Context: an optimization exercise on an open-source flow, tuned for small area, a short achievable clock period and few clock cycles per item. The choices shown serve that exercise and are no tape-out recipe.
In this exercise RTL edits were held to simulation tests only and were not proved equivalent to the original.
No activity file was given, so power comes from the tool's default toggle rates.

[design.v]
module burst_mem_ctrl #(
  parameter int unsigned DATA_W    = 8,
  parameter int unsigned ADDR_W    = 8,
  parameter int unsigned BURST_LEN = 4,
  parameter int unsigned MEM_DEPTH = 512
) (
  input  logic              clk,
  input  logic              rst,
  input  logic              req_valid,
  output logic              req_ready,
  input  logic              req_write,
  input  logic [ADDR_W-1:0] req_addr,
  input  logic              wr_valid,
  output logic              wr_ready,
  input  logic [DATA_W-1:0] wr_data,
  output logic              rd_valid,
  input  logic              rd_ready,
  output logic [DATA_W-1:0] rd_data,
  output logic              rd_last,
  output logic              busy
);
  localparam int unsigned BEAT_W = $clog2(BURST_LEN);
  localparam int unsigned CNT_W  = BEAT_W + 1;
  localparam int unsigned MEM_AW = $clog2(MEM_DEPTH);
  typedef enum logic [1:0] {
    S_IDLE  = 2'd0,
    S_WRITE = 2'd1,
    S_READ  = 2'd2
  } state_e;
  logic [DATA_W-1:0] mem [MEM_DEPTH];
  state_e            state_q, state_d;
  logic [CNT_W-1:0]  beat_q, beat_d;
  logic [ADDR_W-1:0] addr_q, addr_d;
  logic              req_ready_q, req_ready_d;
  logic              wr_ready_q, wr_ready_d;
  logic              rd_valid_q, rd_valid_d;
  logic [DATA_W-1:0] rd_data_q, rd_data_d;
  logic              rd_last_q, rd_last_d;
  logic              busy_q, busy_d;
  logic              err_q, err_d;
  logic [MEM_AW-1:0] word_addr;
  logic              req_fire;
  logic              wr_fire;
  logic              rd_fire;
  logic              rd_load;
  logic              addr_oor;
  assign word_addr = MEM_AW'({addr_q, beat_q[BEAT_W-1:0]});
  assign req_fire = (state_q == S_IDLE)  && req_valid && req_ready_q;
  assign wr_fire  = (state_q == S_WRITE) && wr_valid  && wr_ready_q;
  assign rd_fire  = (state_q == S_READ)  && rd_valid_q && rd_ready;
  assign rd_load  = (state_q == S_READ) && (!rd_valid_q || rd_ready) &&
                    (beat_q < CNT_W'(BURST_LEN));
  assign addr_oor = 1'b0;
  always_comb begin
    state_d   = state_q;
    beat_d    = beat_q;
    addr_d    = addr_q;
    rd_valid_d = rd_valid_q;
    rd_data_d = rd_data_q;
    rd_last_d = rd_last_q;
    err_d     = 1'b0;
    case (state_q)
      S_IDLE: begin
        if (req_fire) begin
          addr_d = req_addr;
          beat_d = '0;
          if (addr_oor) begin
            err_d = 1'b1;
          end else if (req_write) begin
            state_d = S_WRITE;
          end else begin
            state_d = S_READ;
          end
        end
      end
      S_WRITE: begin
        if (wr_fire) begin
          beat_d = beat_q + CNT_W'(1);
          if (beat_q == CNT_W'(BURST_LEN - 1)) begin
            state_d = S_IDLE;
          end
        end
      end
      S_READ: begin
        if (rd_load) begin
          rd_data_d  = mem[word_addr];
          rd_valid_d = 1'b1;
          rd_last_d  = (beat_q == CNT_W'(BURST_LEN - 1));
          beat_d     = beat_q + CNT_W'(1);
        end else if (rd_fire) begin
          rd_valid_d = 1'b0;
          rd_last_d  = 1'b0;
          if (rd_last_q) begin
            state_d = S_IDLE;
          end
        end
      end
      default: begin
        state_d = S_IDLE;
      end
    endcase
    req_ready_d = (state_d == S_IDLE) && !err_d;
    wr_ready_d  = (state_d == S_WRITE);
    busy_d      = (state_d != S_IDLE);
  end
  always_ff @(posedge clk) begin
    if (rst) begin
      state_q     <= S_IDLE;
      beat_q      <= '0;
      addr_q      <= '0;
      req_ready_q <= 1'b0;
      wr_ready_q  <= 1'b0;
      rd_valid_q  <= 1'b0;
      rd_data_q   <= '0;
      rd_last_q   <= 1'b0;
      busy_q      <= 1'b0;
      err_q       <= 1'b0;
    end else begin
      state_q     <= state_d;
      beat_q      <= beat_d;
      addr_q      <= addr_d;
      req_ready_q <= req_ready_d;
      wr_ready_q  <= wr_ready_d;
      rd_valid_q  <= rd_valid_d;
      rd_data_q   <= rd_data_d;
      rd_last_q   <= rd_last_d;
      busy_q      <= busy_d;
      err_q       <= err_d;
    end
  end
  always_ff @(posedge clk) begin
    if (!rst && wr_fire) begin
      mem[word_addr] <= wr_data;
    end
  end
  assign req_ready = req_ready_q;
  assign wr_ready  = wr_ready_q;
  assign rd_valid  = rd_valid_q;
  assign rd_data   = rd_data_q;
  assign rd_last   = rd_last_q;
  assign busy      = busy_q;
  logic unused_err;
  assign unused_err = err_q;
endmodule
[run.sh]
#!/bin/bash
# synth_recipe.tcl (not shown) runs the flow's synth.tcl, then flattens the netlist and writes it again
# the make line also repeats each setting of config.mk as NAME=value (left out here)
make -C /OpenROAD-flow-scripts/flow DESIGN_CONFIG=/design/flow/config.mk WORK_HOME=/design/flow/orfs CLKGATE_MAP_FILE= SYNTH_SCRIPT=/design/flow/synth_recipe.tcl finish
[config.mk]
export PLATFORM = sky130hd
export DESIGN_NAME = burst_mem_ctrl
export DESIGN_NICKNAME = burst_mem_ctrl
export VERILOG_FILES = /design/flow/design.v
export SDC_FILE = /design/flow/constraint.sdc
export NUM_CORES = 4
export LEC_CHECK = 0
export CAP_MARGIN = 20
export CORE_MARGIN = 2
export CORE_UTILIZATION = 50
export SLEW_MARGIN = 20
[constraint.sdc]
create_clock -name core_clock -period 5.6 [get_ports {clk}]
set_input_delay 1.1200 -clock core_clock [delete_from_list [all_inputs] [get_ports {clk}]]
set_output_delay 1.1200 -clock core_clock [all_outputs]
set_load 0.01 [all_outputs]
==> results.cfg <==
[detailed_routing]
routedWlPerCell_um = 37.7
met3_length_mm = 44.0
vias = 80000
wl_mm = 462
wl_met2_mm = 217
dr.max_layer_used = met5
drc_errors = 0
detail-route-antenna-nets = 0
drt_iter0_drc = 11100
drt_first_pass_iters = 6
viasPerCell = 6.52
wl_met1_mm = 178

[worst_setup_path]
reg2reg_slack_ns = 0.78
cpPeakStageDelay_ns = 1.00
crit_end = rd_data_q[4]$_SDFFE_PP0P_
r2r_cells = 9
rr_startpoint = beat_q[0]$_SDFFE_PP0P_
cp_max_fo = 43
critical_path_required_ns = 6.41
crit_path_end_kind = flop
critical_path.slowest_cell = dfxtp_4
critPathKind = reg2reg
startpoint = beat_q[0]$_SDFFE_PP0P_
r2r_end = rd_data_q[4]$_SDFFE_PP0P_
cp-start-kind = flop
path_cells = buf_12 > buf_4 > mux4_2 > nand2_1 > a21oi_1 > a2111oi_0 > o221ai_1 > nor4_1 > a41oi_1
crit_arrival_ns = 5.63

[yosys]
synth_seq_cells = 4121
seq_area_frac_synth_pct = 77.4
async_reset_ff_share_pct = 0
synth.net_count = 7423
yosysMostFrequentCell = edfxtp_1
ys_warn_count = 1
synth.area.top_cells = edfxtp_1 (77%), mux4_2 (15%), mux2i_1 (1.4%)
synth_edf_count = 4096
ys.flop_type = edfxtp_1
synth_cell_type_count = 63
synth_cells = 7392
synth_top_area_share_pct = 77.1
yosysTopAreaCell = edfxtp_1
avgSynthCellArea_um2 = 21.6
synth_area_um2 = 160000
synth_commonest_cells = edfxtp_1 (4096), mux4_2 (1042), nor2_1 (567)

[placed_design]
place.port_buffers = 33
place_congestion = 0.926
dp_hpwl_mm = 288
placed_cells = 11500
dpl_worst_slack_ns = 0.643

[clock_network]
htreeDepth = 5
cts_setup_buffers = 0
clkTransAtPathRegs_ns = 0.06
cts_tree = built
cts_resized = 0
cts.path.max_buffers = 4
numCtsBuffers = 419
cts_hold_buf = 0
clkLatencyLatePin_ns = 1.00
root_buffer = clkbuf_16
cts.sinks = 4121

[timing]
layout_setup_ws_ns = 0.780
slew_headroom_pct = 13.7
finalSetupViolCount = 0
tightest_slew_ns = 1.29
min_period_ns = 4.82
hold_violations = 0
finClkSkew_ns = 0.0770
period_share_pct = 86.1
setup_tns_ns = 0
max_freq_mhz = 207
grt_setup_unrepaired = false
hold_ws_ns = 0.569
finalMaxSlewViolations = 0

[finish]
instances_no_fill = 12300
area_growth_pct = 12.8
postLayoutCoreUtil_pct = 56.7
drive_gt1_share_pct = 25.5
nFillCells = 23300
layout.nets = 7763

[die]
rows = 207
die_area_um2 = 324000
ios = 35
fp.dieW_um = 569
core_um2 = 318000
initial_core_util_pct = 50.2
die_y_um = 569

[power]
power_leakage_nw = 54.7
powerDensity_nw_per_um2 = 355
ir_worst_vdd_mv = 0.286

[flow_run]
max_cap_viol_count = 0

[global_route]
grt_overflow_total = 0
grt_pass1_wl_mm = 638
track_usage_pct = 28.5
grt_start_max_net_pins = 180
first_global_vias = 79500
antenna_found_initial = 21

[status]
status = no timing/DRC/antenna violations

[min_path]
hp-class = reg2reg
-- worst min path at each step --
stage / startpoint / end / slack [ns] / depth (start not counted)
after CTS: rd_valid_q$_SDFFE_PP0P_ / rd_valid_q$_SDFFE_PP0P_ / 0.57 / 2
after detailed placement: rd_valid_q$_SDFFE_PP0P_ / rd_valid_q$_SDFFE_PP0P_ / 0.56 / 2
after global routing: addr_q[2]$_SDFFE_PP0P_ / addr_q[2]$_SDFFE_PP0P_ / 0.58 / 2
final: rd_valid_q$_SDFFE_PP0P_ / rd_valid_q$_SDFFE_PP0P_ / 0.57 / 2
after global placement: rd_valid_q$_SDFFE_PP0P_ / rd_valid_q$_SDFFE_PP0P_ / 0.56 / 2
after floorplan: rd_data_q[1]$_SDFFE_PP0P_ / rd_data_q[1]$_SDFFE_PP0P_ / 0.51 / 2
-- metrics by stage --
stage          power [mW]  cell area [um^2]
2_1_floorplan        35.6            160000
3_3_place_gp         37.0            167000
3_5_place_dp         37.1            167000
4_1_cts              64.2            180000
5_1_grt              65.4            180000
6_report             63.9            180000
-- worst max-delay path, delay by kind of cell (launching register included) --
family	cells	cell delay, ns
and+or+nand+nor	2	0.61
DFF	1	1.00
buffers and inverters	2	0.87
muxes	1	0.56
AOI/OAI and AO/OA	4	1.47
-- final cells by class --
class | count | area (um^2) | share of cell area, %
multi-input cells | 2790 | 33900 | 18.8
clock inverters | 255 | 2460 | 1.37
diodes | 10 | 25.0 | 0.0139
flip-flops and latches | 4121 | 124000 | 68.6
well taps | 4180 | 5230 | 2.90
inverters | 15 | 63.8 | 0.0354
clock buffers | 512 | 11000 | 6.10
repair buffers | 385 | 3860 | 2.14
-- cells in the final DEF (no fill, tap or decap), drive strengths merged, types with 38 or more instances in the layout --
master / Yosys / layout
a22oi: 133 / 133
nand3: 72 / 72
mux4: 1042 / 1042
bufinv: 0 / 38
o22ai: 42 / 42
buf: 270 / 360
nand2: 231 / 231
clkinv: 1 / 198
nor2: 567 / 567
clkbuf: 196 / 512
edfxtp: 4096 / 4096
a21oi: 88 / 88
mux2i: 219 / 219
-- kinds of logic (layout without fill, tap and decap cells) --
kind of cell | Yosys count | count (layout) | synth area share [%]
AO/OA/AOI/OAI | 457 | 457 | 2.04
adder cells (fa/ha/maj) | 9 | 9 | 0.0706
buffers and inverters | 481 | 1167 | 1.53
flip-flops | 4121 | 4121 | 77.4
multiplexers | 1278 | 1278 | 16.2
other | 0 | 10 | 0
AND/OR/NAND/NOR | 1046 | 1046 | 2.80
-- state kept, by name (all words and copies together), names as in the netlist --
name	count
rd_last_q	1
req_ready_q	1
state_q	2
addr_q	7
rd_data_q	8
beat_q	3
busy_q	1
mem	4096
rd_valid_q	1
wr_ready_q	1
-- report_power, final --
group / internal, mW / switching [mW] / total (mW)
clock network: 15.7 / 11.8 / 27.5
logic: 0.712 / 1.74 / 2.45
registers: 33.9 / 0.0589 / 34.0
total: 50.3 / 13.6 / 63.9
-- routing by layer --
layer / GRT usage (%) / up-vias
met2: 44.1 / 4105
li1: - / 31700
met4: 12.5 / 10
met3: 6.74 / 845
met5: 0 / -
met1: 38.9 / 43300
Testbench counts, summed over its fixed seeds: cycles 17,572, bursts 3,200.

[port drivers added, routing unchanged]
The flow's constraints put no driver on any port. The routed layout listed below was extracted and timed again, unchanged, in two steps. Step 1 (the two cells are an assumption about what drives the block):
set clk [get_ports {clk}]
set_driving_cell -lib_cell sky130_fd_sc_hd__clkbuf_16 $clk
set_driving_cell -lib_cell sky130_fd_sc_hd__buf_2 [delete_from_list [all_inputs] $clk]
Step 2 times the ports against the registers' clock, not the clock port: input delays grow and output delays shrink by t, the midpoint of the rising clock arrivals with the driver on. a / b / c = ideal / step 1 / step 2; a / b = the first two.
shift t [ns]: 1.049
setup slack, ns: 0.780 / 0.780 / 0.614
worst hold slack (ns): 0.569 / 0.569 / 0.569
worst register clock-pin slew, ns: 0.07 / 0.07
After both steps this run still meets setup and hold. The setup slack of this run moves by 0.000 ns with the drivers and by -0.166 ns with both steps.
